This design comes from an exercise in tuning for small area on the open sky130 flow, not from production work.
In this exercise RTL edits were held to simulation tests only and were not proved equivalent to the original.
Power is estimated from default activity; no workload was simulated.

// sprite_engine
module sprite_engine #(
  parameter int NUM_SPRITES       = 4,
  parameter int DATA_OFFSET_SHIFT = 6
) (
  input  logic                       clk,
  input  logic                       rst_n,
  input  logic                       reg_wr,
  input  logic [sprite_id_width-1:0] reg_sprite,
  input  logic [reg_addr_width-1:0]  reg_addr,
  input  logic [reg_data_width-1:0]  reg_wdata,
  output logic [reg_data_width-1:0]  reg_rdata,
  input  logic                       px_req,
  input  logic [sprite_id_width-1:0] px_sprite,
  input  logic [coord_width-1:0]     px_x,
  input  logic [coord_width-1:0]     px_y,
  output logic                       px_valid,
  output logic                       px_hit,
  output logic [data_addr_width-1:0] px_addr,
  output logic [palette_width-1:0]   px_palette,
  output logic                       px_transp,
  output logic                       px_alpha,
  output logic                       px_color,
  output logic [reg_data_width-1:0]  px_color_key
);
export LEC_CHECK = 0
export CAP_MARGIN = 20
export CORE_MARGIN = 2
export CORE_UTILIZATION = 50
export SLEW_MARGIN = 20
create_clock -name core_clock -period 7.0 [get_ports {clk}]
standard.sh (not shown) runs the stock make flow with config.mk's settings and CLKGATE_MAP_FILE= SYNTH_SCRIPT=/design/flow/synth_recipe.tcl, a recipe that flattens the netlist after the stock synthesis.
==> flow/flow/run.sh <==
#!/bin/bash
# Own layout flow: the standard ORFS flow with three changes.
#  1. Synthesis maps logic with an area-oriented ABC script (flow/abc.script)
#     in place of ORFS's abc_speed.script; everything else in synthesis,
#     including the flip-flop mapping and naming, is the standard one.
#  2. Port buffers are sky130_fd_sc_hd__buf_1 (every port still gets one).
#  3. CTS uses larger sink clusters and inserts no dummy loads.
# Each make step's full output is written to make_<step>.log here; ORFS keeps
# its per-stage logs under orfs/logs/.
set -euo pipefail
W=$(pwd)
rm -rf "$W/scripts_local"
cp -r "$FLOW_HOME/scripts" "$W/scripts_local"
cp "$W/flow/abc.script" "$W/scripts_local/abc_speed.script"
CTS="-sink_clustering_enable -repair_clock_nets -buf_list {sky130_fd_sc_hd__clkbuf_8 sky130_fd_sc_hd__clkbuf_16} -sink_clustering_size 30 -sink_clustering_max_diameter 60 -dont_use_dummy_load"
EXTRA="SCRIPTS_DIR=$W/scripts_local 'BUFFER_PORTS_ARGS=-buffer_cell sky130_fd_sc_hd__buf_1' 'CTS_ARGS=$CTS' "
sed -e "s|CLKGATE_MAP_FILE= |CLKGATE_MAP_FILE= $EXTRA|" standard.sh > own_standard.sh
grep -q "SCRIPTS_DIR=" own_standard.sh
bash own_standard.sh synth > make_synth.log 2>&1
bash own_standard.sh finish > make_finish.log 2>&1
test -s out/final.def
==> flow/flow/abc.script <==
&get -n
&st
&synch2
&nf -a -F 10 -A 10
&st
&dch -f
&nf -a -F 10 -A 10
&put
The starting point went through all stages and came out clean.
Change:
--- a/flow/flow/run.sh
+++ b/flow/flow/run.sh
@@ -14,3 +14,3 @@
 cp "$W/flow/abc.script" "$W/scripts_local/abc_speed.script"
-CTS="-sink_clustering_enable -repair_clock_nets -buf_list {sky130_fd_sc_hd__clkbuf_8 sky130_fd_sc_hd__clkbuf_16} -sink_clustering_size 30 -sink_clustering_max_diameter 60 -dont_use_dummy_load"
+CTS="-sink_clustering_enable -repair_clock_nets -buf_list {sky130_fd_sc_hd__clkbuf_8 sky130_fd_sc_hd__clkbuf_16} -sink_clustering_size 28 -sink_clustering_max_diameter 60 -dont_use_dummy_load"
 EXTRA="SCRIPTS_DIR=$W/scripts_local 'BUFFER_PORTS_ARGS=-buffer_cell sky130_fd_sc_hd__buf_1' 'CTS_ARGS=$CTS' "
Settings changed: CORE_UTILIZATION 50 to 45, GPL_TIMING_DRIVEN from default to 0.
Final cell count falls by about 0.3%.
Clock power hardly moves.
Setup slack got worse by 400 ps.
Change:
==> flow/run.sh (new file) <==
#!/bin/bash
# synth_recipe.tcl (not shown) runs the flow's synth.tcl, then flattens the netlist and writes it again
# the make line also repeats each setting of config.mk as NAME=value (left out here)
make -C /OpenROAD-flow-scripts/flow DESIGN_CONFIG=/design/flow/config.mk WORK_HOME=/design/flow/orfs CLKGATE_MAP_FILE= SYNTH_SCRIPT=/design/flow/synth_recipe.tcl finish
Settings changed: CORE_UTILIZATION 45 to 40, GPL_TIMING_DRIVEN 0 to default.
removed: flow/flow/run.sh
removed: flow/flow/abc.script
removed: flow/standard.sh
Effect: The new run finished with timing, DRC and antenna clean; worst hold slack improved by 11 ps; synthesized cell count rises by 8.9%; final cell count is higher by 13%; routed wire length increases by 26%; die area rises by 17%; clock power went up by 71%; power increases by 22%.

[what the ideal ports hide]
The results above use ideal ports. As a check the final layouts listed here were re-extracted and re-timed, cells and wires unchanged. Step 1, drivers: a clkbuf_16 drives clk and a buf_2 each remaining input, both assumed. Step 2 moves the port delays by t, midway between the first and last clock arrival at a register: inputs arrive t later, outputs are due t later. That takes back most of the time a late clock gives input paths. a / b / c = no drivers / after step 1 / after step 2; a / b = the first two.
run | t, ns | setup WS [ns] | pins driven straight from the clock port
the first run | 0.634 | 0.529 / 0.520 / -0.071 | 1
the second run | 0.638 | 0.130 / 0.160 / -0.478 | 1
the third run | 0.681 | 0.469 / 0.499 / -0.182 | 1
With both steps, setup timing fails in every run listed, where it was met with ideal ports. For the third run, which loses most, drivers alone change the setup slack by +0.030 ns; drivers and shift together by -0.651 ns.
